From an optimization exercise on the open Yosys and OpenROAD flow, aimed at small area, a short achievable clock period and few clock cycles; shortcuts taken in it are not production practice. No functional check of the RTL was part of any run shown here. Power figures rest on the tool's default switching activity, not on a simulated workload.

==> flow/design.v, too long to show whole: its modules and the start of the top module <==
// module xyolo_lane: 861 lines
// module xyolo_fa: 4 lines
// module xyolo_ha: 4 lines
// module xyolo_lanes: 171 lines
module xyolo_lanes
#(
  parameter int DATA_W   = xyolo_lanes_pkg::c_DATA_W,
  parameter int N_LANES  = xyolo_lanes_pkg::c_N_LANES,
  parameter int SHIFT_W  = xyolo_lanes_pkg::c_SHIFT_W,
  parameter int CNT_W    = xyolo_lanes_pkg::c_CNT_W,
  parameter int LEAKY_SH = xyolo_lanes_pkg::c_LEAKY_SH
) (
  input  logic                      clk,
  input  logic                      rst,
  input  logic                      start,
  input  logic [CNT_W-1:0]          cfg_n_acc,
  input  logic [CNT_W-1:0]          cfg_n_out,
  input  logic [2:0]                cfg_mp_win,
  input  logic                      cfg_bias,
  input  logic                      cfg_leaky,
  input  logic                      cfg_maxpool,
  input  logic                      cfg_bypass,
  input  logic [SHIFT_W-1:0]        cfg_shift,
  input  logic                      in_valid,
  output logic                      in_ready,
  input  logic [N_LANES*DATA_W-1:0] in_pixel,
  input  logic [N_LANES*DATA_W-1:0] in_weight,
  input  logic [N_LANES*DATA_W-1:0] in_bias,
  output logic                      out_valid,
  input  logic                      out_ready,
  output logic [N_LANES*DATA_W-1:0] out_data,
  output logic                      busy,
  output logic                      done
);
  // ...
==> flow/flow/run.sh <==
#!/bin/bash
# Standard synthesis unchanged, then the standard layout steps with the
# timing repair asked to leave extra setup margin (so that it sizes the
# critical paths for a period well below the 10 ns constraint) and with
# plain buffers, rather than delay cells, on the ports.
set -euo pipefail
MARGIN=$(cat flow/margin.txt)
bash standard.sh synth > synth.log 2>&1
bash standard.sh SETUP_SLACK_MARGIN=$MARGIN \
  BUFFER_PORTS_ARGS="-buffer_cell sky130_fd_sc_hd__buf_2" finish > layout.log 2>&1
==> flow/flow/margin.txt <==
6.5
==> flow/standard.sh <==
#!/bin/bash
# synth_recipe.tcl (not shown) runs the flow's synth.tcl, then flattens the netlist and writes it again
# the make line also repeats each setting of config.mk as NAME=value (left out here)
make -C /OpenROAD-flow-scripts/flow DESIGN_CONFIG=/design/flow/config.mk WORK_HOME=/design/flow/orfs CLKGATE_MAP_FILE= SYNTH_SCRIPT=/design/flow/synth_recipe.tcl "${@:-finish}"
==> flow/config.mk <==
export PLATFORM = sky130hd
export DESIGN_NAME = xyolo_lanes
export DESIGN_NICKNAME = xyolo_lanes
export VERILOG_FILES = /design/flow/design.v
export SDC_FILE = /design/flow/constraint.sdc
export NUM_CORES = 4
export LEC_CHECK = 0
export ABC_AREA = 1
export CAP_MARGIN = 20
export CORE_MARGIN = 2
export CORE_UTILIZATION = 60
export CTS_CLUSTER_DIAMETER = 120
export CTS_CLUSTER_SIZE = 24
export PLACE_DENSITY = 0.7
export SLEW_MARGIN = 20
export SYNTH_HIERARCHICAL = 1
==> flow/constraint.sdc <==
create_clock -name core_clock -period 10.0 [get_ports {clk}]
set_input_delay 2.0000 -clock core_clock [delete_from_list [all_inputs] [get_ports {clk}]]
set_output_delay 2.0000 -clock core_clock [all_outputs]
set_load 0.01 [all_outputs]
==> impl_results.md, run 1 <==
- Pre-CTS WS: 5.30 ns
- CP peak stage delay: 0.44 ns
- Post-synthesis compound-gate area fraction: 0.121
- Switch Pwr: 0.00768 W
- DP Wirelength: 128,000 um
- Min Tclk post-route: 3.50 ns
- Invs w/o clock: 1,050
- Maximum VDD drop: 0.173 mV
- Commonest cells in the netlist: nand2_1, inv_1, dfxtp_1, xor2_1, fa_1
- Routed Antenna Nets: 0
- Worst Clk Skew: 0.0519 ns
- Max-cap violation count: 0
- DRC viols: 0
- Final instance area: 72,600 um^2
- Worst R2R End: g_lane[2].u_lane.r_y18[16]
- First-pass GRT wire length: 272,000 um
- Core Util, Final: 0.669
- CP Buf/Inv Count: 3
- CTS H-tree depth: 2
- Die ar.: 112,000 um^2
- Non-filler cells, final: 9,134
- N_diodes: 3
- All-Layer GR Usage: 0.308
- Clock transition at path regs: 0.11 ns
- Sw Ratio: 0.440
- Chip Width: 334 um
- CLK BUF: 75
- Clk buf depth: 3
- Main synth FF type: dfxtp_1
- CP endpoint: g_lane[2].u_lane.r_y18[16]
- Fmax: 285 MHz
- Syn_area_per_cell: 8.78 um^2
- CP top delay family: adder cells
- Worst hold path endpoint: g_lane[2].u_lane.r_ld1
- Root buf cell: clkbuf_16
- Sequential cell count: 925
- Largest registers: g_lane.u_lane.r_acc x172, g_lane.u_lane.r_t0 x124, g_lane.u_lane.r_t1 x120
- Clk pwr share: 0.125
- Worst endpoint data arrival time: 4.07 ns
- DR top layer: met4
- RSZ-0062 raised after global routing: true
- Status: timing/DRC/antenna clean
==> module xyolo_lane, before the edit <==
module xyolo_lane
#(
  parameter int DATA_W   = xyolo_lanes_pkg::c_DATA_W,
  parameter int SHIFT_W  = xyolo_lanes_pkg::c_SHIFT_W,
  parameter int CNT_W    = xyolo_lanes_pkg::c_CNT_W,
  parameter int LEAKY_SH = xyolo_lanes_pkg::c_LEAKY_SH
) (
  input  logic               clk,
  input  logic               beat_en,     
  input  logic               bypass,      
  input  logic               bias_en,     
  input  logic [DATA_W-1:0]  pixel,
  input  logic [DATA_W-1:0]  weight,
  input  logic [DATA_W-1:0]  bias,
  input  logic [SHIFT_W-1:0] cfg_shift,   
  input  logic               cfg_leaky,
  input  logic [25:0]        fit_mask,    
  input  logic               ld_beat,     
  input  logic               pool_en,     
  input  logic               pool_first,  
  output logic [DATA_W-1:0]  result
);
  logic [SHIFT_W-1:0] r_sh;
  logic               r_ld0, r_ld1;
  always_ff @(posedge clk) begin
    r_sh  <= cfg_shift;
    r_ld0 <= ld_beat;
    r_ld1 <= r_ld0;
  end
  logic [15:0] r_x, r_y, r_b;
  always_ff @(posedge clk) begin
    r_x <= pixel;
    r_y <= beat_en ? (bypass ? 16'd1 : weight) : 16'd0;
    if (ld_beat) r_b <= bias_en ? bias : 16'd0;
  end
  logic [16:0] w_xe;
  logic [7:0]  w_one, w_two, w_neg;
  logic [16:0] w_r0, w_r1, w_r2, w_r3, w_r4, w_r5, w_r6, w_r7;
  assign w_xe = {r_x[15], r_x};
  for (genvar j = 0; j < 8; j++) begin : g_enc
    logic yl, ym, yh;
    assign yl = (j == 0) ? 1'b0 : r_y[2*j-1];
    assign ym = r_y[2*j];
    assign yh = r_y[2*j+1];
    assign w_one[j] = ym ^ yl;
    assign w_two[j] = (yh & ~ym & ~yl) | (~yh & ym & yl);
    assign w_neg[j] = yh;
  end
  assign w_r0 = ({17{w_one[0]}} & w_xe | {17{w_two[0]}} & {w_xe[15:0], 1'b0}) ^ {17{w_neg[0]}};
  assign w_r1 = ({17{w_one[1]}} & w_xe | {17{w_two[1]}} & {w_xe[15:0], 1'b0}) ^ {17{w_neg[1]}};
  assign w_r2 = ({17{w_one[2]}} & w_xe | {17{w_two[2]}} & {w_xe[15:0], 1'b0}) ^ {17{w_neg[2]}};
  assign w_r3 = ({17{w_one[3]}} & w_xe | {17{w_two[3]}} & {w_xe[15:0], 1'b0}) ^ {17{w_neg[3]}};
  assign w_r4 = ({17{w_one[4]}} & w_xe | {17{w_two[4]}} & {w_xe[15:0], 1'b0}) ^ {17{w_neg[4]}};
  assign w_r5 = ({17{w_one[5]}} & w_xe | {17{w_two[5]}} & {w_xe[15:0], 1'b0}) ^ {17{w_neg[5]}};
  assign w_r6 = ({17{w_one[6]}} & w_xe | {17{w_two[6]}} & {w_xe[15:0], 1'b0}) ^ {17{w_neg[6]}};
  assign w_r7 = ({17{w_one[7]}} & w_xe | {17{w_two[7]}} & {w_xe[15:0], 1'b0}) ^ {17{w_neg[7]}};
  wire hs0, hc0;
  xyolo_ha u_ha0 (.a(w_r0[10]), .b(w_r1[8]), .s(hs0), .co(hc0));
  wire hs1, hc1;
  xyolo_ha u_ha1 (.a(w_r0[11]), .b(w_r1[9]), .s(hs1), .co(hc1));
  wire fs0, fc0;
  xyolo_fa u_fa0 (.a(w_r0[12]), .b(w_r1[10]), .c(w_r2[8]), .s(fs0), .co(fc0));
  wire hs2, hc2;
  xyolo_ha u_ha2 (.a(w_r3[6]), .b(w_r4[4]), .s(hs2), .co(hc2));
  wire fs1, fc1;
  xyolo_fa u_fa1 (.a(w_r0[13]), .b(w_r1[11]), .c(w_r2[9]), .s(fs1), .co(fc1));
  wire hs3, hc3;
  xyolo_ha u_ha3 (.a(w_r3[7]), .b(w_r4[5]), .s(hs3), .co(hc3));
  wire fs2, fc2;
  xyolo_fa u_fa2 (.a(w_r0[14]), .b(w_r1[12]), .c(w_r2[10]), .s(fs2), .co(fc2));
  wire fs3, fc3;
  xyolo_fa u_fa3 (.a(w_r3[8]), .b(w_r4[6]), .c(w_r5[4]), .s(fs3), .co(fc3));
  wire hs4, hc4;
  xyolo_ha u_ha4 (.a(w_r6[2]), .b(w_r7[0]), .s(hs4), .co(hc4));
  wire fs4, fc4;
  xyolo_fa u_fa4 (.a(w_r0[15]), .b(w_r1[13]), .c(w_r2[11]), .s(fs4), .co(fc4));
  wire fs5, fc5;
  xyolo_fa u_fa5 (.a(w_r3[9]), .b(w_r4[7]), .c(w_r5[5]), .s(fs5), .co(fc5));
  wire hs5, hc5;
  xyolo_ha u_ha5 (.a(w_r6[3]), .b(w_r7[1]), .s(hs5), .co(hc5));
  wire fs6, fc6;
  xyolo_fa u_fa6 (.a(~w_r0[16]), .b(w_r1[14]), .c(w_r2[12]), .s(fs6), .co(fc6));
  wire fs7, fc7;
  xyolo_fa u_fa7 (.a(w_r3[10]), .b(w_r4[8]), .c(w_r5[6]), .s(fs7), .co(fc7));
  wire fs8, fc8;
  assign fs8 = w_r6[4] ^ w_r7[2] ^ 1'b1;
  assign fc8 = (w_r6[4] & w_r7[2]) | (1'b1 & (w_r6[4] ^ w_r7[2]));
  wire fs9, fc9;
  xyolo_fa u_fa9 (.a(w_r1[15]), .b(w_r2[13]), .c(w_r3[11]), .s(fs9), .co(fc9));
  wire fs10, fc10;
  xyolo_fa u_fa10 (.a(w_r4[9]), .b(w_r5[7]), .c(w_r6[5]), .s(fs10), .co(fc10));
  wire hs6, hc6;
  assign hs6 = w_r7[3] ^ 1'b1;
  assign hc6 = w_r7[3] & 1'b1;
  wire fs11, fc11;
  xyolo_fa u_fa11 (.a(~w_r1[16]), .b(w_r2[14]), .c(w_r3[12]), .s(fs11), .co(fc11));
  wire fs12, fc12;
  xyolo_fa u_fa12 (.a(w_r4[10]), .b(w_r5[8]), .c(w_r6[6]), .s(fs12), .co(fc12));
  wire fs13, fc13;
  xyolo_fa u_fa13 (.a(w_r2[15]), .b(w_r3[13]), .c(w_r4[11]), .s(fs13), .co(fc13));
  wire hs7, hc7;
  xyolo_ha u_ha7 (.a(w_r5[9]), .b(w_r6[7]), .s(hs7), .co(hc7));
  wire fs14, fc14;
  xyolo_fa u_fa14 (.a(~w_r2[16]), .b(w_r3[14]), .c(w_r4[12]), .s(fs14), .co(fc14));
  wire hs8, hc8;
  xyolo_ha u_ha8 (.a(w_r3[15]), .b(w_r4[13]), .s(hs8), .co(hc8));
  wire hs9, hc9;
  xyolo_ha u_ha9 (.a(w_r0[6]), .b(w_r1[4]), .s(hs9), .co(hc9));
  wire hs10, hc10;
  xyolo_ha u_ha10 (.a(w_r0[7]), .b(w_r1[5]), .s(hs10), .co(hc10));
  wire fs15, fc15;
  xyolo_fa u_fa15 (.a(w_r0[8]), .b(w_r1[6]), .c(w_r2[4]), .s(fs15), .co(fc15));
  wire hs11, hc11;
  xyolo_ha u_ha11 (.a(w_r3[2]), .b(w_r4[0]), .s(hs11), .co(hc11));
  wire fs16, fc16;
  xyolo_fa u_fa16 (.a(w_r0[9]), .b(w_r1[7]), .c(w_r2[5]), .s(fs16), .co(fc16));
  wire hs12, hc12;
  xyolo_ha u_ha12 (.a(w_r3[3]), .b(w_r4[1]), .s(hs12), .co(hc12));
  wire fs17, fc17;
  xyolo_fa u_fa17 (.a(w_r2[6]), .b(w_r3[4]), .c(w_r4[2]), .s(fs17), .co(fc17));
  wire fs18, fc18;
  xyolo_fa u_fa18 (.a(w_r5[0]), .b(w_neg[5]), .c(hs0), .s(fs18), .co(fc18));
  wire fs19, fc19;
  xyolo_fa u_fa19 (.a(w_r2[7]), .b(w_r3[5]), .c(w_r4[3]), .s(fs19), .co(fc19));
  wire fs20, fc20;
  xyolo_fa u_fa20 (.a(w_r5[1]), .b(hc0), .c(hs1), .s(fs20), .co(fc20));
  wire fs21, fc21;
  xyolo_fa u_fa21 (.a(w_r5[2]), .b(w_r6[0]), .c(w_neg[6]), .s(fs21), .co(fc21));
  wire fs22, fc22;
  xyolo_fa u_fa22 (.a(hc1), .b(fs0), .c(hs2), .s(fs22), .co(fc22));
  wire fs23, fc23;
  xyolo_fa u_fa23 (.a(w_r5[3]), .b(w_r6[1]), .c(fc0), .s(fs23), .co(fc23));
  wire fs24, fc24;
  xyolo_fa u_fa24 (.a(hc2), .b(fs1), .c(hs3), .s(fs24), .co(fc24));
  wire fs25, fc25;
  xyolo_fa u_fa25 (.a(w_neg[7]), .b(fc1), .c(hc3), .s(fs25), .co(fc25));
  wire fs26, fc26;
  xyolo_fa u_fa26 (.a(fs2), .b(fs3), .c(hs4), .s(fs26), .co(fc26));
  wire fs27, fc27;
  xyolo_fa u_fa27 (.a(fc2), .b(fc3), .c(hc4), .s(fs27), .co(fc27));
  wire fs28, fc28;
  xyolo_fa u_fa28 (.a(fs4), .b(fs5), .c(hs5), .s(fs28), .co(fc28));
  wire fs29, fc29;
  xyolo_fa u_fa29 (.a(fc4), .b(fc5), .c(hc5), .s(fs29), .co(fc29));
  wire fs30, fc30;
  xyolo_fa u_fa30 (.a(fs6), .b(fs7), .c(fs8), .s(fs30), .co(fc30));
  wire fs31, fc31;
  xyolo_fa u_fa31 (.a(fc6), .b(fc7), .c(fc8), .s(fs31), .co(fc31));
  wire fs32, fc32;
  xyolo_fa u_fa32 (.a(fs9), .b(fs10), .c(hs6), .s(fs32), .co(fc32));
  wire fs33, fc33;
  xyolo_fa u_fa33 (.a(w_r7[4]), .b(fc9), .c(fc10), .s(fs33), .co(fc33));
  wire fs34, fc34;
  xyolo_fa u_fa34 (.a(hc6), .b(fs11), .c(fs12), .s(fs34), .co(fc34));
  wire fs35, fc35;
  xyolo_fa u_fa35 (.a(w_r7[5]), .b(fc11), .c(fc12), .s(fs35), .co(fc35));
  wire fs36, fc36;
  assign fs36 = fs13 ^ hs7 ^ 1'b1;
  assign fc36 = (fs13 & hs7) | (1'b1 & (fs13 ^ hs7));
  wire fs37, fc37;
  xyolo_fa u_fa37 (.a(w_r5[10]), .b(w_r6[8]), .c(w_r7[6]), .s(fs37), .co(fc37));
  wire fs38, fc38;
  xyolo_fa u_fa38 (.a(fc13), .b(hc7), .c(fs14), .s(fs38), .co(fc38));
  wire fs39, fc39;
  xyolo_fa u_fa39 (.a(w_r5[11]), .b(w_r6[9]), .c(w_r7[7]), .s(fs39), .co(fc39));
  wire fs40, fc40;
  assign fs40 = fc14 ^ hs8 ^ 1'b1;
  assign fc40 = (fc14 & hs8) | (1'b1 & (fc14 ^ hs8));
  wire fs41, fc41;
  xyolo_fa u_fa41 (.a(~w_r3[16]), .b(w_r4[14]), .c(w_r5[12]), .s(fs41), .co(fc41));
  wire fs42, fc42;
  xyolo_fa u_fa42 (.a(w_r6[10]), .b(w_r7[8]), .c(hc8), .s(fs42), .co(fc42));
  wire fs43, fc43;
  xyolo_fa u_fa43 (.a(w_r4[15]), .b(w_r5[13]), .c(w_r6[11]), .s(fs43), .co(fc43));
  wire hs13, hc13;
  assign hs13 = w_r7[9] ^ 1'b1;
  assign hc13 = w_r7[9] & 1'b1;
  wire fs44, fc44;
  xyolo_fa u_fa44 (.a(~w_r4[16]), .b(w_r5[14]), .c(w_r6[12]), .s(fs44), .co(fc44));
  wire hs14, hc14;
  xyolo_ha u_ha14 (.a(w_r5[15]), .b(w_r6[13]), .s(hs14), .co(hc14));
  wire hs15, hc15;
  xyolo_ha u_ha15 (.a(w_r0[4]), .b(w_r1[2]), .s(hs15), .co(hc15));
  wire hs16, hc16;
  xyolo_ha u_ha16 (.a(w_r0[5]), .b(w_r1[3]), .s(hs16), .co(hc16));
  wire fs45, fc45;
  xyolo_fa u_fa45 (.a(w_r2[2]), .b(w_r3[0]), .c(w_neg[3]), .s(fs45), .co(fc45));
  wire fs46, fc46;
  xyolo_fa u_fa46 (.a(w_r2[3]), .b(w_r3[1]), .c(hc9), .s(fs46), .co(fc46));
  wire fs47, fc47;
  xyolo_fa u_fa47 (.a(w_neg[4]), .b(hc10), .c(fs15), .s(fs47), .co(fc47));
  wire fs48, fc48;
  xyolo_fa u_fa48 (.a(fc15), .b(hc11), .c(fs16), .s(fs48), .co(fc48));
  wire fs49, fc49;
  xyolo_fa u_fa49 (.a(fc16), .b(hc12), .c(fs17), .s(fs49), .co(fc49));
  wire fs50, fc50;
  xyolo_fa u_fa50 (.a(fc17), .b(fc18), .c(fs19), .s(fs50), .co(fc50));
  wire fs51, fc51;
  xyolo_fa u_fa51 (.a(fc19), .b(fc20), .c(fs21), .s(fs51), .co(fc51));
  wire fs52, fc52;
  xyolo_fa u_fa52 (.a(fc21), .b(fc22), .c(fs23), .s(fs52), .co(fc52));
  wire fs53, fc53;
  xyolo_fa u_fa53 (.a(fc23), .b(fc24), .c(fs25), .s(fs53), .co(fc53));
  wire fs54, fc54;
  xyolo_fa u_fa54 (.a(fc25), .b(fc26), .c(fs27), .s(fs54), .co(fc54));
  wire fs55, fc55;
  xyolo_fa u_fa55 (.a(fc27), .b(fc28), .c(fs29), .s(fs55), .co(fc55));
  wire fs56, fc56;
  xyolo_fa u_fa56 (.a(fc29), .b(fc30), .c(fs31), .s(fs56), .co(fc56));
  wire fs57, fc57;
  xyolo_fa u_fa57 (.a(fc31), .b(fc32), .c(fs33), .s(fs57), .co(fc57));
  wire fs58, fc58;
  xyolo_fa u_fa58 (.a(fc33), .b(fc34), .c(fs35), .s(fs58), .co(fc58));
  wire fs59, fc59;
  xyolo_fa u_fa59 (.a(fc35), .b(fc36), .c(fs37), .s(fs59), .co(fc59));
  wire fs60, fc60;
  xyolo_fa u_fa60 (.a(fc37), .b(fc38), .c(fs39), .s(fs60), .co(fc60));
  wire fs61, fc61;
  xyolo_fa u_fa61 (.a(fc39), .b(fc40), .c(fs41), .s(fs61), .co(fc61));
  wire fs62, fc62;
  xyolo_fa u_fa62 (.a(fc41), .b(fc42), .c(fs43), .s(fs62), .co(fc62));
  wire fs63, fc63;
  xyolo_fa u_fa63 (.a(w_r7[10]), .b(fc43), .c(hc13), .s(fs63), .co(fc63));
  wire fs64, fc64;
  xyolo_fa u_fa64 (.a(w_r7[11]), .b(fc44), .c(hs14), .s(fs64), .co(fc64));
  wire fs65, fc65;
  xyolo_fa u_fa65 (.a(~w_r5[16]), .b(w_r6[14]), .c(w_r7[12]), .s(fs65), .co(fc65));
  wire hs17, hc17;
  xyolo_ha u_ha17 (.a(w_r6[15]), .b(w_r7[13]), .s(hs17), .co(hc17));
  wire hs18, hc18;
  xyolo_ha u_ha18 (.a(w_r0[2]), .b(w_r1[0]), .s(hs18), .co(hc18));
  wire hs19, hc19;
  xyolo_ha u_ha19 (.a(w_r0[3]), .b(w_r1[1]), .s(hs19), .co(hc19));
  wire fs66, fc66;
  xyolo_fa u_fa66 (.a(w_r2[0]), .b(w_neg[2]), .c(hs15), .s(fs66), .co(fc66));
  wire fs67, fc67;
  xyolo_fa u_fa67 (.a(w_r2[1]), .b(hc15), .c(hs16), .s(fs67), .co(fc67));
  wire fs68, fc68;
  xyolo_fa u_fa68 (.a(hs9), .b(hc16), .c(fs45), .s(fs68), .co(fc68));
  wire fs69, fc69;
  xyolo_fa u_fa69 (.a(hs10), .b(fc45), .c(fs46), .s(fs69), .co(fc69));
  wire fs70, fc70;
  xyolo_fa u_fa70 (.a(hs11), .b(fc46), .c(fs47), .s(fs70), .co(fc70));
  wire fs71, fc71;
  xyolo_fa u_fa71 (.a(hs12), .b(fc47), .c(fs48), .s(fs71), .co(fc71));
  wire fs72, fc72;
  xyolo_fa u_fa72 (.a(fs18), .b(fc48), .c(fs49), .s(fs72), .co(fc72));
  wire fs73, fc73;
  xyolo_fa u_fa73 (.a(fs20), .b(fc49), .c(fs50), .s(fs73), .co(fc73));
  wire fs74, fc74;
  xyolo_fa u_fa74 (.a(fs22), .b(fc50), .c(fs51), .s(fs74), .co(fc74));
  wire fs75, fc75;
  xyolo_fa u_fa75 (.a(fs24), .b(fc51), .c(fs52), .s(fs75), .co(fc75));
  wire fs76, fc76;
  xyolo_fa u_fa76 (.a(fs26), .b(fc52), .c(fs53), .s(fs76), .co(fc76));
  wire fs77, fc77;
  xyolo_fa u_fa77 (.a(fs28), .b(fc53), .c(fs54), .s(fs77), .co(fc77));
  wire fs78, fc78;
  xyolo_fa u_fa78 (.a(fs30), .b(fc54), .c(fs55), .s(fs78), .co(fc78));
  wire fs79, fc79;
  xyolo_fa u_fa79 (.a(fs32), .b(fc55), .c(fs56), .s(fs79), .co(fc79));
  wire fs80, fc80;
  xyolo_fa u_fa80 (.a(fs34), .b(fc56), .c(fs57), .s(fs80), .co(fc80));
  wire fs81, fc81;
  xyolo_fa u_fa81 (.a(fs36), .b(fc57), .c(fs58), .s(fs81), .co(fc81));
  wire fs82, fc82;
  xyolo_fa u_fa82 (.a(fs38), .b(fc58), .c(fs59), .s(fs82), .co(fc82));
  wire fs83, fc83;
  xyolo_fa u_fa83 (.a(fs40), .b(fc59), .c(fs60), .s(fs83), .co(fc83));
  wire fs84, fc84;
  xyolo_fa u_fa84 (.a(fs42), .b(fc60), .c(fs61), .s(fs84), .co(fc84));
  wire fs85, fc85;
  xyolo_fa u_fa85 (.a(hs13), .b(fc61), .c(fs62), .s(fs85), .co(fc85));
  wire fs86, fc86;
  xyolo_fa u_fa86 (.a(fs44), .b(fc62), .c(fs63), .s(fs86), .co(fc86));
  wire fs87, fc87;
  assign fs87 = fc63 ^ fs64 ^ 1'b1;
  assign fc87 = (fc63 & fs64) | (1'b1 & (fc63 ^ fs64));
  wire fs88, fc88;
  xyolo_fa u_fa88 (.a(hc14), .b(fc64), .c(fs65), .s(fs88), .co(fc88));
  wire fs89, fc89;
  assign fs89 = fc65 ^ hs17 ^ 1'b1;
  assign fc89 = (fc65 & hs17) | (1'b1 & (fc65 ^ hs17));
  wire fs90, fc90;
  xyolo_fa u_fa90 (.a(~w_r6[16]), .b(w_r7[14]), .c(hc17), .s(fs90), .co(fc90));
  wire hs20, hc20;
  assign hs20 = w_r7[15] ^ 1'b1;
  assign hc20 = w_r7[15] & 1'b1;
  logic [30:0] r_t0;
  logic [30:0] r_t1;
  always_ff @(posedge clk) begin
    r_t0[0] <= w_r0[0];
    r_t1[0] <= w_neg[0];
    r_t0[1] <= w_r0[1];
    r_t0[2] <= w_neg[1];
    r_t1[2] <= hs18;
    r_t0[3] <= hc18;
    r_t1[3] <= hs19;
    r_t0[4] <= hc19;
    r_t1[4] <= fs66;
    r_t0[5] <= fc66;
    r_t1[5] <= fs67;
    r_t0[6] <= fc67;
    r_t1[6] <= fs68;
    r_t0[7] <= fc68;
    r_t1[7] <= fs69;
    r_t0[8] <= fc69;
    r_t1[8] <= fs70;
    r_t0[9] <= fc70;
    r_t1[9] <= fs71;
    r_t0[10] <= fc71;
    r_t1[10] <= fs72;
    r_t0[11] <= fc72;
    r_t1[11] <= fs73;
    r_t0[12] <= fc73;
    r_t1[12] <= fs74;
    r_t0[13] <= fc74;
    r_t1[13] <= fs75;
    r_t0[14] <= fc75;
    r_t1[14] <= fs76;
    r_t0[15] <= fc76;
    r_t1[15] <= fs77;
    r_t0[16] <= fc77;
    r_t1[16] <= fs78;
    r_t0[17] <= fc78;
    r_t1[17] <= fs79;
    r_t0[18] <= fc79;
    r_t1[18] <= fs80;
    r_t0[19] <= fc80;
    r_t1[19] <= fs81;
    r_t0[20] <= fc81;
    r_t1[20] <= fs82;
    r_t0[21] <= fc82;
    r_t1[21] <= fs83;
    r_t0[22] <= fc83;
    r_t1[22] <= fs84;
    r_t0[23] <= fc84;
    r_t1[23] <= fs85;
    r_t0[24] <= fc85;
    r_t1[24] <= fs86;
    r_t0[25] <= fc86;
    r_t1[25] <= fs87;
    r_t0[26] <= fc87;
    r_t1[26] <= fs88;
    r_t0[27] <= fc88;
    r_t1[27] <= fs89;
    r_t0[28] <= fc89;
    r_t1[28] <= fs90;
    r_t0[29] <= fc90;
    r_t1[29] <= hs20;
    r_t0[30] <= ~w_r7[16];
    r_t1[30] <= hc20;
  end
  logic [42:0] w_row0, w_row1, w_x, w_cs_s, w_cs_c, w_acc_n;
  logic [42:0] r_acc;
  logic [15:0] r_bh;     
  assign w_row0 = {1'b1, 1'b1, 1'b1, 1'b1, 1'b1, 1'b1, 1'b1, 1'b1, 1'b1, 1'b1, 1'b1, 1'b1, r_t0[30], r_t0[29], r_t0[28], r_t0[27], r_t0[26], r_t0[25], r_t0[24], r_t0[23], r_t0[22], r_t0[21], r_t0[20], r_t0[19], r_t0[18], r_t0[17], r_t0[16], r_t0[15], r_t0[14], r_t0[13], r_t0[12], r_t0[11], r_t0[10], r_t0[9], r_t0[8], r_t0[7], r_t0[6], r_t0[5], r_t0[4], r_t0[3], r_t0[2], r_t0[1], r_t0[0]};
  assign w_row1 = {1'b0, 1'b0, 1'b0, 1'b0, 1'b0, 1'b0, 1'b0, 1'b0, 1'b0, 1'b0, 1'b0, 1'b0, r_t1[30], r_t1[29], r_t1[28], r_t1[27], r_t1[26], r_t1[25], r_t1[24], r_t1[23], r_t1[22], r_t1[21], r_t1[20], r_t1[19], r_t1[18], r_t1[17], r_t1[16], r_t1[15], r_t1[14], r_t1[13], r_t1[12], r_t1[11], r_t1[10], r_t1[9], r_t1[8], r_t1[7], r_t1[6], r_t1[5], r_t1[4], r_t1[3], r_t1[2], 1'b0, r_t1[0]};
  assign w_x     = r_acc & {43{~r_ld1}};
  xyolo_fa u_cs0 (.a(w_x[0]), .b(r_t0[0]), .c(r_t1[0]), .s(w_cs_s[0]), .co(w_cs_c[0]));
  xyolo_ha u_cs1 (.a(w_x[1]), .b(r_t0[1]), .s(w_cs_s[1]), .co(w_cs_c[1]));
  xyolo_fa u_cs2 (.a(w_x[2]), .b(r_t0[2]), .c(r_t1[2]), .s(w_cs_s[2]), .co(w_cs_c[2]));
  xyolo_fa u_cs3 (.a(w_x[3]), .b(r_t0[3]), .c(r_t1[3]), .s(w_cs_s[3]), .co(w_cs_c[3]));
  xyolo_fa u_cs4 (.a(w_x[4]), .b(r_t0[4]), .c(r_t1[4]), .s(w_cs_s[4]), .co(w_cs_c[4]));
  xyolo_fa u_cs5 (.a(w_x[5]), .b(r_t0[5]), .c(r_t1[5]), .s(w_cs_s[5]), .co(w_cs_c[5]));
  xyolo_fa u_cs6 (.a(w_x[6]), .b(r_t0[6]), .c(r_t1[6]), .s(w_cs_s[6]), .co(w_cs_c[6]));
  xyolo_fa u_cs7 (.a(w_x[7]), .b(r_t0[7]), .c(r_t1[7]), .s(w_cs_s[7]), .co(w_cs_c[7]));
  xyolo_fa u_cs8 (.a(w_x[8]), .b(r_t0[8]), .c(r_t1[8]), .s(w_cs_s[8]), .co(w_cs_c[8]));
  xyolo_fa u_cs9 (.a(w_x[9]), .b(r_t0[9]), .c(r_t1[9]), .s(w_cs_s[9]), .co(w_cs_c[9]));
  xyolo_fa u_cs10 (.a(w_x[10]), .b(r_t0[10]), .c(r_t1[10]), .s(w_cs_s[10]), .co(w_cs_c[10]));
  xyolo_fa u_cs11 (.a(w_x[11]), .b(r_t0[11]), .c(r_t1[11]), .s(w_cs_s[11]), .co(w_cs_c[11]));
  xyolo_fa u_cs12 (.a(w_x[12]), .b(r_t0[12]), .c(r_t1[12]), .s(w_cs_s[12]), .co(w_cs_c[12]));
  xyolo_fa u_cs13 (.a(w_x[13]), .b(r_t0[13]), .c(r_t1[13]), .s(w_cs_s[13]), .co(w_cs_c[13]));
  xyolo_fa u_cs14 (.a(w_x[14]), .b(r_t0[14]), .c(r_t1[14]), .s(w_cs_s[14]), .co(w_cs_c[14]));
  xyolo_fa u_cs15 (.a(w_x[15]), .b(r_t0[15]), .c(r_t1[15]), .s(w_cs_s[15]), .co(w_cs_c[15]));
  xyolo_fa u_cs16 (.a(w_x[16]), .b(r_t0[16]), .c(r_t1[16]), .s(w_cs_s[16]), .co(w_cs_c[16]));
  xyolo_fa u_cs17 (.a(w_x[17]), .b(r_t0[17]), .c(r_t1[17]), .s(w_cs_s[17]), .co(w_cs_c[17]));
  xyolo_fa u_cs18 (.a(w_x[18]), .b(r_t0[18]), .c(r_t1[18]), .s(w_cs_s[18]), .co(w_cs_c[18]));
  xyolo_fa u_cs19 (.a(w_x[19]), .b(r_t0[19]), .c(r_t1[19]), .s(w_cs_s[19]), .co(w_cs_c[19]));
  xyolo_fa u_cs20 (.a(w_x[20]), .b(r_t0[20]), .c(r_t1[20]), .s(w_cs_s[20]), .co(w_cs_c[20]));
  xyolo_fa u_cs21 (.a(w_x[21]), .b(r_t0[21]), .c(r_t1[21]), .s(w_cs_s[21]), .co(w_cs_c[21]));
  xyolo_fa u_cs22 (.a(w_x[22]), .b(r_t0[22]), .c(r_t1[22]), .s(w_cs_s[22]), .co(w_cs_c[22]));
  xyolo_fa u_cs23 (.a(w_x[23]), .b(r_t0[23]), .c(r_t1[23]), .s(w_cs_s[23]), .co(w_cs_c[23]));
  xyolo_fa u_cs24 (.a(w_x[24]), .b(r_t0[24]), .c(r_t1[24]), .s(w_cs_s[24]), .co(w_cs_c[24]));
  xyolo_fa u_cs25 (.a(w_x[25]), .b(r_t0[25]), .c(r_t1[25]), .s(w_cs_s[25]), .co(w_cs_c[25]));
  xyolo_fa u_cs26 (.a(w_x[26]), .b(r_t0[26]), .c(r_t1[26]), .s(w_cs_s[26]), .co(w_cs_c[26]));
  xyolo_fa u_cs27 (.a(w_x[27]), .b(r_t0[27]), .c(r_t1[27]), .s(w_cs_s[27]), .co(w_cs_c[27]));
  xyolo_fa u_cs28 (.a(w_x[28]), .b(r_t0[28]), .c(r_t1[28]), .s(w_cs_s[28]), .co(w_cs_c[28]));
  xyolo_fa u_cs29 (.a(w_x[29]), .b(r_t0[29]), .c(r_t1[29]), .s(w_cs_s[29]), .co(w_cs_c[29]));
  xyolo_fa u_cs30 (.a(w_x[30]), .b(r_t0[30]), .c(r_t1[30]), .s(w_cs_s[30]), .co(w_cs_c[30]));
  assign w_cs_s[31] = ~w_x[31];
  assign w_cs_c[31] = w_x[31];
  assign w_cs_s[32] = ~w_x[32];
  assign w_cs_c[32] = w_x[32];
  assign w_cs_s[33] = ~w_x[33];
  assign w_cs_c[33] = w_x[33];
  assign w_cs_s[34] = ~w_x[34];
  assign w_cs_c[34] = w_x[34];
  assign w_cs_s[35] = ~w_x[35];
  assign w_cs_c[35] = w_x[35];
  assign w_cs_s[36] = ~w_x[36];
  assign w_cs_c[36] = w_x[36];
  assign w_cs_s[37] = ~w_x[37];
  assign w_cs_c[37] = w_x[37];
  assign w_cs_s[38] = ~w_x[38];
  assign w_cs_c[38] = w_x[38];
  assign w_cs_s[39] = ~w_x[39];
  assign w_cs_c[39] = w_x[39];
  assign w_cs_s[40] = ~w_x[40];
  assign w_cs_c[40] = w_x[40];
  assign w_cs_s[41] = ~w_x[41];
  assign w_cs_c[41] = w_x[41];
  assign w_cs_s[42] = ~w_x[42];
  assign w_cs_c[42] = w_x[42];
  wire [42:0] ca_p0, ca_g0, ca_sum;
  assign ca_p0 = w_cs_s ^ {w_cs_c[41:0], 1'b0};
  assign ca_g0 = w_cs_s & {w_cs_c[41:0], 1'b0};
  wire ca_G0, ca_P0;
  assign ca_G0 = ca_g0[1] | (ca_p0[1] & ca_g0[0]);
  assign ca_P0 = ca_p0[1] & ca_p0[0];
  wire ca_G1, ca_P1;
  assign ca_G1 = ca_g0[3] | (ca_p0[3] & ca_g0[2]);
  assign ca_P1 = ca_p0[3] & ca_p0[2];
  wire ca_G2, ca_P2;
  assign ca_G2 = ca_g0[5] | (ca_p0[5] & ca_g0[4]);
  assign ca_P2 = ca_p0[5] & ca_p0[4];
  wire ca_G3, ca_P3;
  assign ca_G3 = ca_g0[7] | (ca_p0[7] & ca_g0[6]);
  assign ca_P3 = ca_p0[7] & ca_p0[6];
  wire ca_G4, ca_P4;
  assign ca_G4 = ca_g0[9] | (ca_p0[9] & ca_g0[8]);
  assign ca_P4 = ca_p0[9] & ca_p0[8];
  wire ca_G5, ca_P5;
  assign ca_G5 = ca_g0[11] | (ca_p0[11] & ca_g0[10]);
  assign ca_P5 = ca_p0[11] & ca_p0[10];
  wire ca_G6, ca_P6;
  assign ca_G6 = ca_g0[13] | (ca_p0[13] & ca_g0[12]);
  assign ca_P6 = ca_p0[13] & ca_p0[12];
  wire ca_G7, ca_P7;
  assign ca_G7 = ca_g0[15] | (ca_p0[15] & ca_g0[14]);
  assign ca_P7 = ca_p0[15] & ca_p0[14];
  wire ca_G8, ca_P8;
  assign ca_G8 = ca_g0[17] | (ca_p0[17] & ca_g0[16]);
  assign ca_P8 = ca_p0[17] & ca_p0[16];
  wire ca_G9, ca_P9;
  assign ca_G9 = ca_g0[19] | (ca_p0[19] & ca_g0[18]);
  assign ca_P9 = ca_p0[19] & ca_p0[18];
  wire ca_G10, ca_P10;
  assign ca_G10 = ca_g0[21] | (ca_p0[21] & ca_g0[20]);
  assign ca_P10 = ca_p0[21] & ca_p0[20];
  wire ca_G11, ca_P11;
  assign ca_G11 = ca_g0[23] | (ca_p0[23] & ca_g0[22]);
  assign ca_P11 = ca_p0[23] & ca_p0[22];
  wire ca_G12, ca_P12;
  assign ca_G12 = ca_g0[25] | (ca_p0[25] & ca_g0[24]);
  assign ca_P12 = ca_p0[25] & ca_p0[24];
  wire ca_G13, ca_P13;
  assign ca_G13 = ca_g0[27] | (ca_p0[27] & ca_g0[26]);
  assign ca_P13 = ca_p0[27] & ca_p0[26];
  wire ca_G14, ca_P14;
  assign ca_G14 = ca_g0[29] | (ca_p0[29] & ca_g0[28]);
  assign ca_P14 = ca_p0[29] & ca_p0[28];
  wire ca_G15, ca_P15;
  assign ca_G15 = ca_g0[31] | (ca_p0[31] & ca_g0[30]);
  assign ca_P15 = ca_p0[31] & ca_p0[30];
  wire ca_G16, ca_P16;
  assign ca_G16 = ca_g0[33] | (ca_p0[33] & ca_g0[32]);
  assign ca_P16 = ca_p0[33] & ca_p0[32];
  wire ca_G17, ca_P17;
  assign ca_G17 = ca_g0[35] | (ca_p0[35] & ca_g0[34]);
  assign ca_P17 = ca_p0[35] & ca_p0[34];
  wire ca_G18, ca_P18;
  assign ca_G18 = ca_g0[37] | (ca_p0[37] & ca_g0[36]);
  assign ca_P18 = ca_p0[37] & ca_p0[36];
  wire ca_G19, ca_P19;
  assign ca_G19 = ca_g0[39] | (ca_p0[39] & ca_g0[38]);
  assign ca_P19 = ca_p0[39] & ca_p0[38];
  wire ca_G20, ca_P20;
  assign ca_G20 = ca_g0[41] | (ca_p0[41] & ca_g0[40]);
  assign ca_P20 = ca_p0[41] & ca_p0[40];
  wire ca_G21, ca_P21;
  assign ca_G21 = ca_G1 | (ca_P1 & ca_G0);
  assign ca_P21 = ca_P1 & ca_P0;
  wire ca_G22, ca_P22;
  assign ca_G22 = ca_G3 | (ca_P3 & ca_G2);
  assign ca_P22 = ca_P3 & ca_P2;
  wire ca_G23, ca_P23;
  assign ca_G23 = ca_G5 | (ca_P5 & ca_G4);
  assign ca_P23 = ca_P5 & ca_P4;
  wire ca_G24, ca_P24;
  assign ca_G24 = ca_G7 | (ca_P7 & ca_G6);
  assign ca_P24 = ca_P7 & ca_P6;
  wire ca_G25, ca_P25;
  assign ca_G25 = ca_G9 | (ca_P9 & ca_G8);
  assign ca_P25 = ca_P9 & ca_P8;
  wire ca_G26, ca_P26;
  assign ca_G26 = ca_G11 | (ca_P11 & ca_G10);
  assign ca_P26 = ca_P11 & ca_P10;
  wire ca_G27, ca_P27;
  assign ca_G27 = ca_G13 | (ca_P13 & ca_G12);
  assign ca_P27 = ca_P13 & ca_P12;
  wire ca_G28, ca_P28;
  assign ca_G28 = ca_G15 | (ca_P15 & ca_G14);
  assign ca_P28 = ca_P15 & ca_P14;
  wire ca_G29, ca_P29;
  assign ca_G29 = ca_G17 | (ca_P17 & ca_G16);
  assign ca_P29 = ca_P17 & ca_P16;
  wire ca_G30, ca_P30;
  assign ca_G30 = ca_G19 | (ca_P19 & ca_G18);
  assign ca_P30 = ca_P19 & ca_P18;
  wire ca_G31, ca_P31;
  assign ca_G31 = ca_G22 | (ca_P22 & ca_G21);
  assign ca_P31 = ca_P22 & ca_P21;
  wire ca_G32, ca_P32;
  assign ca_G32 = ca_G24 | (ca_P24 & ca_G23);
  assign ca_P32 = ca_P24 & ca_P23;
  wire ca_G33, ca_P33;
  assign ca_G33 = ca_G26 | (ca_P26 & ca_G25);
  assign ca_P33 = ca_P26 & ca_P25;
  wire ca_G34, ca_P34;
  assign ca_G34 = ca_G28 | (ca_P28 & ca_G27);
  assign ca_P34 = ca_P28 & ca_P27;
  wire ca_G35, ca_P35;
  assign ca_G35 = ca_G30 | (ca_P30 & ca_G29);
  assign ca_P35 = ca_P30 & ca_P29;
  wire ca_G36, ca_P36;
  assign ca_G36 = ca_G32 | (ca_P32 & ca_G31);
  assign ca_P36 = ca_P32 & ca_P31;
  wire ca_G37, ca_P37;
  assign ca_G37 = ca_G34 | (ca_P34 & ca_G33);
  assign ca_P37 = ca_P34 & ca_P33;
  wire ca_G38, ca_P38;
  assign ca_G38 = ca_G37 | (ca_P37 & ca_G36);
  assign ca_P38 = ca_P37 & ca_P36;
  wire ca_G39, ca_P39;
  assign ca_G39 = ca_G33 | (ca_P33 & ca_G36);
  assign ca_P39 = ca_P33 & ca_P36;
  wire ca_G40, ca_P40;
  assign ca_G40 = ca_G35 | (ca_P35 & ca_G38);
  assign ca_P40 = ca_P35 & ca_P38;
  wire ca_G41, ca_P41;
  assign ca_G41 = ca_G23 | (ca_P23 & ca_G31);
  assign ca_P41 = ca_P23 & ca_P31;
  wire ca_G42, ca_P42;
  assign ca_G42 = ca_G25 | (ca_P25 & ca_G36);
  assign ca_P42 = ca_P25 & ca_P36;
  wire ca_G43, ca_P43;
  assign ca_G43 = ca_G27 | (ca_P27 & ca_G39);
  assign ca_P43 = ca_P27 & ca_P39;
  wire ca_G44, ca_P44;
  assign ca_G44 = ca_G29 | (ca_P29 & ca_G38);
  assign ca_P44 = ca_P29 & ca_P38;
  wire ca_G45, ca_P45;
  assign ca_G45 = ca_G2 | (ca_P2 & ca_G21);
  assign ca_P45 = ca_P2 & ca_P21;
  wire ca_G46, ca_P46;
  assign ca_G46 = ca_G4 | (ca_P4 & ca_G31);
  assign ca_P46 = ca_P4 & ca_P31;
  wire ca_G47, ca_P47;
  assign ca_G47 = ca_G6 | (ca_P6 & ca_G41);
  assign ca_P47 = ca_P6 & ca_P41;
  wire ca_G48, ca_P48;
  assign ca_G48 = ca_G8 | (ca_P8 & ca_G36);
  assign ca_P48 = ca_P8 & ca_P36;
  wire ca_G49, ca_P49;
  assign ca_G49 = ca_G10 | (ca_P10 & ca_G42);
  assign ca_P49 = ca_P10 & ca_P42;
  wire ca_G50, ca_P50;
  assign ca_G50 = ca_G12 | (ca_P12 & ca_G39);
  assign ca_P50 = ca_P12 & ca_P39;
  wire ca_G51, ca_P51;
  assign ca_G51 = ca_G14 | (ca_P14 & ca_G43);
  assign ca_P51 = ca_P14 & ca_P43;
  wire ca_G52, ca_P52;
  assign ca_G52 = ca_G16 | (ca_P16 & ca_G38);
  assign ca_P52 = ca_P16 & ca_P38;
  wire ca_G53, ca_P53;
  assign ca_G53 = ca_G18 | (ca_P18 & ca_G44);
  assign ca_P53 = ca_P18 & ca_P44;
  wire ca_G54, ca_P54;
  assign ca_G54 = ca_G20 | (ca_P20 & ca_G40);
  assign ca_P54 = ca_P20 & ca_P40;
  wire ca_G55, ca_P55;
  assign ca_G55 = ca_g0[2] | (ca_p0[2] & ca_G0);
  assign ca_P55 = ca_p0[2] & ca_P0;
  wire ca_G56, ca_P56;
  assign ca_G56 = ca_g0[4] | (ca_p0[4] & ca_G21);
  assign ca_P56 = ca_p0[4] & ca_P21;
  wire ca_G57, ca_P57;
  assign ca_G57 = ca_g0[6] | (ca_p0[6] & ca_G45);
  assign ca_P57 = ca_p0[6] & ca_P45;
  wire ca_G58, ca_P58;
  assign ca_G58 = ca_g0[8] | (ca_p0[8] & ca_G31);
  assign ca_P58 = ca_p0[8] & ca_P31;
  wire ca_G59, ca_P59;
  assign ca_G59 = ca_g0[10] | (ca_p0[10] & ca_G46);
  assign ca_P59 = ca_p0[10] & ca_P46;
  wire ca_G60, ca_P60;
  assign ca_G60 = ca_g0[12] | (ca_p0[12] & ca_G41);
  assign ca_P60 = ca_p0[12] & ca_P41;
  wire ca_G61, ca_P61;
  assign ca_G61 = ca_g0[14] | (ca_p0[14] & ca_G47);
  assign ca_P61 = ca_p0[14] & ca_P47;
  wire ca_G62, ca_P62;
  assign ca_G62 = ca_g0[16] | (ca_p0[16] & ca_G36);
  assign ca_P62 = ca_p0[16] & ca_P36;
  wire ca_G63, ca_P63;
  assign ca_G63 = ca_g0[18] | (ca_p0[18] & ca_G48);
  assign ca_P63 = ca_p0[18] & ca_P48;
  wire ca_G64, ca_P64;
  assign ca_G64 = ca_g0[20] | (ca_p0[20] & ca_G42);
  assign ca_P64 = ca_p0[20] & ca_P42;
  wire ca_G65, ca_P65;
  assign ca_G65 = ca_g0[22] | (ca_p0[22] & ca_G49);
  assign ca_P65 = ca_p0[22] & ca_P49;
  wire ca_G66, ca_P66;
  assign ca_G66 = ca_g0[24] | (ca_p0[24] & ca_G39);
  assign ca_P66 = ca_p0[24] & ca_P39;
  wire ca_G67, ca_P67;
  assign ca_G67 = ca_g0[26] | (ca_p0[26] & ca_G50);
  assign ca_P67 = ca_p0[26] & ca_P50;
  wire ca_G68, ca_P68;
  assign ca_G68 = ca_g0[28] | (ca_p0[28] & ca_G43);
  assign ca_P68 = ca_p0[28] & ca_P43;
  wire ca_G69, ca_P69;
  assign ca_G69 = ca_g0[30] | (ca_p0[30] & ca_G51);
  assign ca_P69 = ca_p0[30] & ca_P51;
  wire ca_G70, ca_P70;
  assign ca_G70 = ca_g0[32] | (ca_p0[32] & ca_G38);
  assign ca_P70 = ca_p0[32] & ca_P38;
  wire ca_G71, ca_P71;
  assign ca_G71 = ca_g0[34] | (ca_p0[34] & ca_G52);
  assign ca_P71 = ca_p0[34] & ca_P52;
  wire ca_G72, ca_P72;
  assign ca_G72 = ca_g0[36] | (ca_p0[36] & ca_G44);
  assign ca_P72 = ca_p0[36] & ca_P44;
  wire ca_G73, ca_P73;
  assign ca_G73 = ca_g0[38] | (ca_p0[38] & ca_G53);
  assign ca_P73 = ca_p0[38] & ca_P53;
  wire ca_G74, ca_P74;
  assign ca_G74 = ca_g0[40] | (ca_p0[40] & ca_G40);
  assign ca_P74 = ca_p0[40] & ca_P40;
  wire ca_G75, ca_P75;
  assign ca_G75 = ca_g0[42] | (ca_p0[42] & ca_G54);
  assign ca_P75 = ca_p0[42] & ca_P54;
  assign ca_sum[0] = ca_p0[0] ^ 1'b0;
  assign ca_sum[1] = ca_p0[1] ^ ca_g0[0];
  assign ca_sum[2] = ca_p0[2] ^ ca_G0;
  assign ca_sum[3] = ca_p0[3] ^ ca_G55;
  assign ca_sum[4] = ca_p0[4] ^ ca_G21;
  assign ca_sum[5] = ca_p0[5] ^ ca_G56;
  assign ca_sum[6] = ca_p0[6] ^ ca_G45;
  assign ca_sum[7] = ca_p0[7] ^ ca_G57;
  assign ca_sum[8] = ca_p0[8] ^ ca_G31;
  assign ca_sum[9] = ca_p0[9] ^ ca_G58;
  assign ca_sum[10] = ca_p0[10] ^ ca_G46;
  assign ca_sum[11] = ca_p0[11] ^ ca_G59;
  assign ca_sum[12] = ca_p0[12] ^ ca_G41;
  assign ca_sum[13] = ca_p0[13] ^ ca_G60;
  assign ca_sum[14] = ca_p0[14] ^ ca_G47;
  assign ca_sum[15] = ca_p0[15] ^ ca_G61;
  assign ca_sum[16] = ca_p0[16] ^ ca_G36;
  assign ca_sum[17] = ca_p0[17] ^ ca_G62;
  assign ca_sum[18] = ca_p0[18] ^ ca_G48;
  assign ca_sum[19] = ca_p0[19] ^ ca_G63;
  assign ca_sum[20] = ca_p0[20] ^ ca_G42;
  assign ca_sum[21] = ca_p0[21] ^ ca_G64;
  assign ca_sum[22] = ca_p0[22] ^ ca_G49;
  assign ca_sum[23] = ca_p0[23] ^ ca_G65;
  assign ca_sum[24] = ca_p0[24] ^ ca_G39;
  assign ca_sum[25] = ca_p0[25] ^ ca_G66;
  assign ca_sum[26] = ca_p0[26] ^ ca_G50;
  assign ca_sum[27] = ca_p0[27] ^ ca_G67;
  assign ca_sum[28] = ca_p0[28] ^ ca_G43;
  assign ca_sum[29] = ca_p0[29] ^ ca_G68;
  assign ca_sum[30] = ca_p0[30] ^ ca_G51;
  assign ca_sum[31] = ca_p0[31] ^ ca_G69;
  assign ca_sum[32] = ca_p0[32] ^ ca_G38;
  assign ca_sum[33] = ca_p0[33] ^ ca_G70;
  assign ca_sum[34] = ca_p0[34] ^ ca_G52;
  assign ca_sum[35] = ca_p0[35] ^ ca_G71;
  assign ca_sum[36] = ca_p0[36] ^ ca_G44;
  assign ca_sum[37] = ca_p0[37] ^ ca_G72;
  assign ca_sum[38] = ca_p0[38] ^ ca_G53;
  assign ca_sum[39] = ca_p0[39] ^ ca_G73;
  assign ca_sum[40] = ca_p0[40] ^ ca_G40;
  assign ca_sum[41] = ca_p0[41] ^ ca_G74;
  assign ca_sum[42] = ca_p0[42] ^ ca_G54;
  assign w_acc_n = ca_sum;
  always_ff @(posedge clk) begin
    r_acc <= w_acc_n;
    if (r_ld1) r_bh <= r_b;
  end
  logic [47:0] w_a0;
  logic [31:0] w_s16;
  logic [23:0] w_s8;
  logic [19:0] w_s4;
  logic [17:0] w_s2;
  logic [16:0] w_t;
  logic [17:0] w_vs, w_vw;
  logic        w_big, w_ge28;
  assign w_a0  = {{(48-43){r_acc[42]}}, r_acc};
  assign w_s16 = r_sh[4] ? w_a0[47:16] : w_a0[31:0];
  assign w_s8  = r_sh[3] ? w_s16[31:8] : w_s16[23:0];
  assign w_s4  = r_sh[2] ? w_s8[23:4]  : w_s8[19:0];
  assign w_s2  = r_sh[1] ? w_s4[19:2]  : w_s4[17:0];
  assign w_t   = r_sh[0] ? w_s2[17:1]  : w_s2[16:0];
  assign w_big = |((r_acc[41:16] ^ {26{r_acc[42]}}) & fit_mask[25:0]);
  wire [17:0] pa_p0, pa_g0, pa_sum;
  assign pa_p0 = {w_t[16], w_t} ^ {{2{r_bh[15]}}, r_bh};
  assign pa_g0 = {w_t[16], w_t} & {{2{r_bh[15]}}, r_bh};
  wire pa_G0, pa_P0;
  assign pa_G0 = pa_g0[1] | (pa_p0[1] & pa_g0[0]);
  assign pa_P0 = pa_p0[1] & pa_p0[0];
  wire pa_G1, pa_P1;
  assign pa_G1 = pa_g0[3] | (pa_p0[3] & pa_g0[2]);
  assign pa_P1 = pa_p0[3] & pa_p0[2];
  wire pa_G2, pa_P2;
  assign pa_G2 = pa_g0[5] | (pa_p0[5] & pa_g0[4]);
  assign pa_P2 = pa_p0[5] & pa_p0[4];
  wire pa_G3, pa_P3;
  assign pa_G3 = pa_g0[7] | (pa_p0[7] & pa_g0[6]);
  assign pa_P3 = pa_p0[7] & pa_p0[6];
  wire pa_G4, pa_P4;
  assign pa_G4 = pa_g0[9] | (pa_p0[9] & pa_g0[8]);
  assign pa_P4 = pa_p0[9] & pa_p0[8];
  wire pa_G5, pa_P5;
  assign pa_G5 = pa_g0[11] | (pa_p0[11] & pa_g0[10]);
  assign pa_P5 = pa_p0[11] & pa_p0[10];
  wire pa_G6, pa_P6;
  assign pa_G6 = pa_g0[13] | (pa_p0[13] & pa_g0[12]);
  assign pa_P6 = pa_p0[13] & pa_p0[12];
  wire pa_G7, pa_P7;
  assign pa_G7 = pa_g0[15] | (pa_p0[15] & pa_g0[14]);
  assign pa_P7 = pa_p0[15] & pa_p0[14];
  wire pa_G8, pa_P8;
  assign pa_G8 = pa_g0[17] | (pa_p0[17] & pa_g0[16]);
  assign pa_P8 = pa_p0[17] & pa_p0[16];
  wire pa_G9, pa_P9;
  assign pa_G9 = pa_g0[2] | (pa_p0[2] & pa_G0);
  assign pa_P9 = pa_p0[2] & pa_P0;
  wire pa_G10, pa_P10;
  assign pa_G10 = pa_G1 | (pa_P1 & pa_G0);
  assign pa_P10 = pa_P1 & pa_P0;
  wire pa_G11, pa_P11;
  assign pa_G11 = pa_g0[6] | (pa_p0[6] & pa_G2);
  assign pa_P11 = pa_p0[6] & pa_P2;
  wire pa_G12, pa_P12;
  assign pa_G12 = pa_G3 | (pa_P3 & pa_G2);
  assign pa_P12 = pa_P3 & pa_P2;
  wire pa_G13, pa_P13;
  assign pa_G13 = pa_g0[10] | (pa_p0[10] & pa_G4);
  assign pa_P13 = pa_p0[10] & pa_P4;
  wire pa_G14, pa_P14;
  assign pa_G14 = pa_G5 | (pa_P5 & pa_G4);
  assign pa_P14 = pa_P5 & pa_P4;
  wire pa_G15, pa_P15;
  assign pa_G15 = pa_g0[14] | (pa_p0[14] & pa_G6);
  assign pa_P15 = pa_p0[14] & pa_P6;
  wire pa_G16, pa_P16;
  assign pa_G16 = pa_G7 | (pa_P7 & pa_G6);
  assign pa_P16 = pa_P7 & pa_P6;
  wire pa_G17, pa_P17;
  assign pa_G17 = pa_g0[4] | (pa_p0[4] & pa_G10);
  assign pa_P17 = pa_p0[4] & pa_P10;
  wire pa_G18, pa_P18;
  assign pa_G18 = pa_G2 | (pa_P2 & pa_G10);
  assign pa_P18 = pa_P2 & pa_P10;
  wire pa_G19, pa_P19;
  assign pa_G19 = pa_G11 | (pa_P11 & pa_G10);
  assign pa_P19 = pa_P11 & pa_P10;
  wire pa_G20, pa_P20;
  assign pa_G20 = pa_G12 | (pa_P12 & pa_G10);
  assign pa_P20 = pa_P12 & pa_P10;
  wire pa_G21, pa_P21;
  assign pa_G21 = pa_g0[12] | (pa_p0[12] & pa_G14);
  assign pa_P21 = pa_p0[12] & pa_P14;
  wire pa_G22, pa_P22;
  assign pa_G22 = pa_G6 | (pa_P6 & pa_G14);
  assign pa_P22 = pa_P6 & pa_P14;
  wire pa_G23, pa_P23;
  assign pa_G23 = pa_G15 | (pa_P15 & pa_G14);
  assign pa_P23 = pa_P15 & pa_P14;
  wire pa_G24, pa_P24;
  assign pa_G24 = pa_G16 | (pa_P16 & pa_G14);
  assign pa_P24 = pa_P16 & pa_P14;
  wire pa_G25, pa_P25;
  assign pa_G25 = pa_g0[8] | (pa_p0[8] & pa_G20);
  assign pa_P25 = pa_p0[8] & pa_P20;
  wire pa_G26, pa_P26;
  assign pa_G26 = pa_G4 | (pa_P4 & pa_G20);
  assign pa_P26 = pa_P4 & pa_P20;
  wire pa_G27, pa_P27;
  assign pa_G27 = pa_G13 | (pa_P13 & pa_G20);
  assign pa_P27 = pa_P13 & pa_P20;
  wire pa_G28, pa_P28;
  assign pa_G28 = pa_G14 | (pa_P14 & pa_G20);
  assign pa_P28 = pa_P14 & pa_P20;
  wire pa_G29, pa_P29;
  assign pa_G29 = pa_G21 | (pa_P21 & pa_G20);
  assign pa_P29 = pa_P21 & pa_P20;
  wire pa_G30, pa_P30;
  assign pa_G30 = pa_G22 | (pa_P22 & pa_G20);
  assign pa_P30 = pa_P22 & pa_P20;
  wire pa_G31, pa_P31;
  assign pa_G31 = pa_G23 | (pa_P23 & pa_G20);
  assign pa_P31 = pa_P23 & pa_P20;
  wire pa_G32, pa_P32;
  assign pa_G32 = pa_G24 | (pa_P24 & pa_G20);
  assign pa_P32 = pa_P24 & pa_P20;
  wire pa_G33, pa_P33;
  assign pa_G33 = pa_g0[16] | (pa_p0[16] & pa_G32);
  assign pa_P33 = pa_p0[16] & pa_P32;
  wire pa_G34, pa_P34;
  assign pa_G34 = pa_G8 | (pa_P8 & pa_G32);
  assign pa_P34 = pa_P8 & pa_P32;
  assign pa_sum[0] = pa_p0[0] ^ 1'b0;
  assign pa_sum[1] = pa_p0[1] ^ pa_g0[0];
  assign pa_sum[2] = pa_p0[2] ^ pa_G0;
  assign pa_sum[3] = pa_p0[3] ^ pa_G9;
  assign pa_sum[4] = pa_p0[4] ^ pa_G10;
  assign pa_sum[5] = pa_p0[5] ^ pa_G17;
  assign pa_sum[6] = pa_p0[6] ^ pa_G18;
  assign pa_sum[7] = pa_p0[7] ^ pa_G19;
  assign pa_sum[8] = pa_p0[8] ^ pa_G20;
  assign pa_sum[9] = pa_p0[9] ^ pa_G25;
  assign pa_sum[10] = pa_p0[10] ^ pa_G26;
  assign pa_sum[11] = pa_p0[11] ^ pa_G27;
  assign pa_sum[12] = pa_p0[12] ^ pa_G28;
  assign pa_sum[13] = pa_p0[13] ^ pa_G29;
  assign pa_sum[14] = pa_p0[14] ^ pa_G30;
  assign pa_sum[15] = pa_p0[15] ^ pa_G31;
  assign pa_sum[16] = pa_p0[16] ^ pa_G32;
  assign pa_sum[17] = pa_p0[17] ^ pa_G33;
  assign w_vs = pa_sum;
  assign w_ge28 = &r_sh[4:2];
  assign w_vw[12:0] = w_vs[12:0];
  assign w_vw[13] = (r_sh[1] & r_sh[0]) ? w_vs[12] : w_vs[13];
  assign w_vw[14] = r_sh[1] ? (r_sh[0] ? w_vs[12] : w_vs[13]) : w_vs[14];
  assign w_vw[15] = r_sh[1] ? (r_sh[0] ? w_vs[12] : w_vs[13]) : (r_sh[0] ? w_vs[14] : w_vs[15]);
  assign w_vw[17:16] = {2{w_vw[15]}};
  logic [17:0] r_y18;
  logic        r_big, r_bsg;
  always_ff @(posedge clk) begin
    r_y18 <= w_ge28 ? w_vw : w_vs;
    r_big <= w_big;
    r_bsg <= r_acc[42];
  end
  logic        w_fit, w_sgn;
  logic [15:0] w_sat, w_v, r_pool;
  assign w_fit = !r_big && ((r_y18[17:15] == 3'b000) || (r_y18[17:15] == 3'b111));
  assign w_sgn = r_big ? r_bsg : r_y18[17];
  assign w_sat = w_fit ? r_y18[15:0] : {w_sgn, {15{~w_sgn}}};
  assign w_v   = (cfg_leaky && w_sat[15]) ? {{LEAKY_SH{1'b1}}, w_sat[15:LEAKY_SH]} : w_sat;
  logic        w_gt;
  assign w_gt  = {~w_v[15], w_v[14:0]} > {~r_pool[15], r_pool[14:0]};
  always_ff @(posedge clk) begin
    if (pool_en && (pool_first || w_gt)) r_pool <= w_v;
  end
  assign result = r_pool;
endmodule
==> run 2, diff against run 1 <==
--- a/flow/design.v
+++ b/flow/design.v
@@ -40,8 +40,8 @@
 );
   logic [SHIFT_W-1:0] r_sh;
   logic               r_ld0, r_ld1;
+  assign r_sh = cfg_shift;
   always_ff @(posedge clk) begin
-    r_sh  <= cfg_shift;
     r_ld0 <= ld_beat;
     r_ld1 <= r_ld0;
   end
==> impl_results.md, run 2 <==
- R2r setup slk: 6.30 ns (was 6.50 ns)
- Worst endpoint data arrival time: 4.27 ns (was 4.07 ns)
- I/O pin count: 301 (unchanged)
- Share of the synthesized area in the top cell type: 0.202 (was 0.207)
- Final hold viol count: 0 (unchanged)
- Drt pass-1 iters: 6 (was 8)
- Chip Width: 334 um (about the same)
- Post-Place Cells: 8,856 (was 8,869)
- Syn_area_per_cell: 8.81 um^2 (was 8.78 um^2)
- Asr flop ratio synth: 0 (unchanged)
- Drt via density: 5.83 (was 5.66)
- Min Tclk post-route: 3.70 ns (was 3.50 ns)
- Die ar.: 112,000 um^2 (about the same)
- Top cells by area, synth: dfxtp_1, fa_1, edfxtp_1, nand2_1, xor2_1 (unchanged)
- Sink Count: 905 (was 925)
- Core Util, Final: 0.675 (was 0.669)
- Kind of end point of the critical path: register (unchanged)
- Slew Limit Fails: 0 (unchanged)
- Routability Congestion: 0.941 (was 0.934)
- Largest register by flop count: g_lane.u_lane.r_acc (unchanged)
- All-Layer GR Usage: 0.321 (was 0.308)
- Largest area contributor in the netlist: dfxtp_1 (unchanged)
- Max-cap violation count: 0 (unchanged)
- Worst reg2reg startpoint: r_shift[4] (was g_lane[2].u_lane.r_sh[4])
- Non-filler cells, final: 9,149 (was 9,134)
- First DRT Iteration DRCs: 5,485 (was 4,251)
- Crit start category: register (unchanged)
- Setup TNS: 0 ns (unchanged)
- Hold_buf cts: 0 (unchanged)
- CTS buffer count: 45 (unchanged)
- Post-synthesis sequential area ratio: 0.315 (was 0.321)
- Critical Path Source: r_shift[4] (was g_lane[2].u_lane.r_sh[4])
- N_diodes: 0 (was 3)
- Status: timing/DRC/antenna clean (unchanged)
- Netlist cell types: 54 (was 53)
- Core ar.: 108,000 um^2 (was 109,000 um^2)
- Most frequent CP cell: nand2_1
- Initial Util: 0.603 (about the same)
- Nets: 8,894 (was 8,875)
- Clk buf depth: 3 (unchanged)
- YS warnings: 8 (unchanged)
- Via count: 53,300 (was 51,700)
- Clock transition at path regs: 0.11 ns (about the same)
- Fin crit share: 0.370 (was 0.350)
- Syn Inst Count: 7,417 (was 7,449)
- Initial antenna violation count: 2 (was 1)
- Main synth FF type: dfxtp_1 (unchanged)
- Cell with the most instances after synthesis: nand2_1 (unchanged)
- Worst-case reg-to-reg path depth: 25 (was 21)
- Post-synth EDFFs: 247 (unchanged)
- PwrDens: 240 nW/um^2 (about the same)
- Final WL: 189,000 um (was 178,000 um)
- FP Rows: 121 (unchanged)
- CTS tree: done (unchanged)
- Worst Clk Skew: 0.0273 ns (was 0.0519 ns)
- DRC viols: 0 (unchanged)
- Maximum VDD drop: 0.181 mV (was 0.173 mV)
- Yosys reg bits: 905 (was 925)
- Max reg flops: 172 (unchanged)
- Post-synthesis cell area: 65,300 um^2 (was 65,400 um^2)
- Hold Crit Class: reg2reg (unchanged)
- Vias in the first global route: 51,100 (was 50,300)
- Overflow after GRT: 0 (unchanged)
- First-pass GRT wire length: 282,000 um (was 272,000 um)
- Commonest non-fill, non-tap cell in the layout: nand2_1 (unchanged)
- Hold slack: 0.317 ns (was 0.329 ns)
- Critical Path RT: 10.57 ns (about the same)
- Wire per inst: 20.7 um (was 19.5 um)
- CTS H-tree depth: 2 (unchanged)
- Fmax: 270 MHz (was 285 MHz)
- CP max stage cell: fa_1 (unchanged)
- Die height: 334 um (about the same)
- RSZ-0062 raised after global routing: true (unchanged)
- Worst Path Max Fanout: 23 (was 14)
- Worst R2R End: g_lane[2].u_lane.r_y18[16] (unchanged)
- Most frequent cells in the layout: nand2_1, inv_1, dfxtp_1 (unchanged)
- Largest net degree at the start of global routing: 67 (unchanged)
- CP endpoint: g_lane[2].u_lane.r_y18[16] (unchanged)
- CP peak stage delay: 0.46 ns (was 0.44 ns)
- Root buf cell: clkbuf_16 (unchanged)
- Static Leak: 37.2 nW (was 37.0 nW)
- Total power: 0.0176 W (was 0.0174 W)
- Slew HR: 0.0878 (was 0.130)
- DP Wirelength: 131,000 um (was 128,000 um)
- Syn nets: 8,608 (was 8,640)
- WS Path Type: reg2reg (unchanged)
- Tightest Pin Transition: 1.36 ns (was 1.31 ns)
- Port Buffers: 300 (unchanged)
- P&R area growth vs syn: 12.0% (was 11.0%)
- Later-pin clock latency in the skew report: 0.68 ns (was 0.69 ns)
- Routed Antenna Nets: 0 (unchanged)
- Commonest cells in the netlist: nand2_1, inv_1, dfxtp_1, xor2_1, fa_1 (unchanged)
- # setup viols final: 0 (unchanged)
- Largest registers: g_lane.u_lane.r_acc x172, g_lane.u_lane.r_t0 x124, g_lane.u_lane.r_t1 x120 (unchanged)
- Share of layout cells above drive strength 1: 0.145 (was 0.136)
[run 2: cell count changes after synthesis, sizes merged, moves of 12 or more]
cell | previous run | this run
a21oi | 205 | 221
a22oi | 2 | 18
inv | 1031 | 1015
nand2 | 1363 | 1403
o21ai | 451 | 383
dfxtp | 678 | 658
clkbuf | 143 | 127
buf | 214 | 226
[run 2: logic make-up after synthesis]
group                      share of synthesized area
and+or+nand+nor                                0.137
AOI/OAI and AO/OA                              0.122
muxes                                        0.00368
xor gates and xnor gates                      0.0844
adders and majority gates                      0.249
buffers and inverters                         0.0895
DFF                                            0.315
[run 2: worst min-delay path by stage]
| stage | from | end | slack, ns | depth (start not counted) |
|---|---|---|---|---|
| final | g_lane[0].u_lane.r_ld0 | g_lane[0].u_lane.r_ld1 | 0.32 | 0 |
| after global routing | g_lane[0].u_lane.r_ld0 | g_lane[0].u_lane.r_ld1 | 0.32 | 0 |
| after CTS | g_lane[0].u_lane.r_ld0 | g_lane[0].u_lane.r_ld1 | 0.32 | 0 |
| after detailed placement | g_lane[3].u_lane.r_ld0 | g_lane[3].u_lane.r_ld1 | 0.31 | 0 |
| after global placement | f2_gl | f3_gl | 0.31 | 0 |
| after floorplan | g_lane[0].u_lane.r_ld0 | g_lane[0].u_lane.r_ld1 | 0.31 | 0 |
[run 2: worst max-delay path: cells and delay by family, from the launching register on]
kind	cells	cell delay [ns]
AO/OA/AOI/OAI	3	0.51
adder cells (fa/ha/maj)	2	0.79
buffers and inverters	4	0.67
flip-flops	1	0.43
AND/OR/NAND/NOR	16	1.20
[run 2: power by group]
part / total (W) / switching, W / internal [W]
Sequential: 0.00549 / 0.000635 / 0.00486
Combinational: 0.00995 / 0.00598 / 0.00398
Clock: 0.00213 / 0.00124 / 0.000888
Total: 0.0176 / 0.00786 / 0.00972
[run 2: modules after synthesis (local to each module, per instance), excerpt]
module,cell area [um^2],flops+latches,cells
xyolo_fa,20.0,0,1
xyolo_lanes,3890,81,445
xyolo_ha,12.5,0,1
[run 2: layout make-up]
type | instances | area (um^2)
clock buffers | 72 | 1230
clock inverters | 7 | 92.6
fillers | 8838 | 35200
inverters | 1032 | 3990
multi-input cells | 5127 | 40200
flip-flops and latches | 905 | 20700
well taps | 1414 | 1770
repair buffers | 587 | 5240
repair inverters | 5 | 27.5
[run 2: what timing repair did]
action / 4_1_cts / 5_1_grt
pin swaps: 13 / 137
setup buffers: 46 / 112
gates cloned: 18 / 38
setup endpoints to repair: 317 / 230
resized for setup: 202 / 413
[run 2: layer usage]
metal,up-vias,GRT usage,wire length [um]
met5,-,0,16
met4,4,0.106,8430
met3,505,0.0618,19200
met2,2669,0.509,84500
met1,25500,0.445,77200
li1,24600,-,-
[run 2: per-stage QoR]
step,worst slack (ns),instance area (um^2)
after floorplan,6.43,65500
after global placement,5.26,67400
after detailed placement,5.20,67400
after CTS,6.26,70300
after global routing,6.05,73200
final,6.30,73200

## re-timing with driven ports
The results above use ideal ports. As a check the final layouts listed here were re-extracted and re-timed, cells and wires unchanged.
Step 1 assumes that a clkbuf_16 drives the clock port and a buf_2 every other input.
Step 2 also shifts input and output timing later by t, the mid clock arrival at the registers, as if the neighbouring blocks saw the same clock.
Slacks: no drivers / after step 1 / after step 2; pairs: no drivers / after step 1.
| run | shift t [ns] | slack for setup (ns) |
|---|---|---|
| run 1 | 0.742 | 6.497 / 6.497 / 6.176 |
| run 2 | 0.736 | 6.295 / 6.295 / 5.945 |
After both steps every run listed still meets setup and hold.
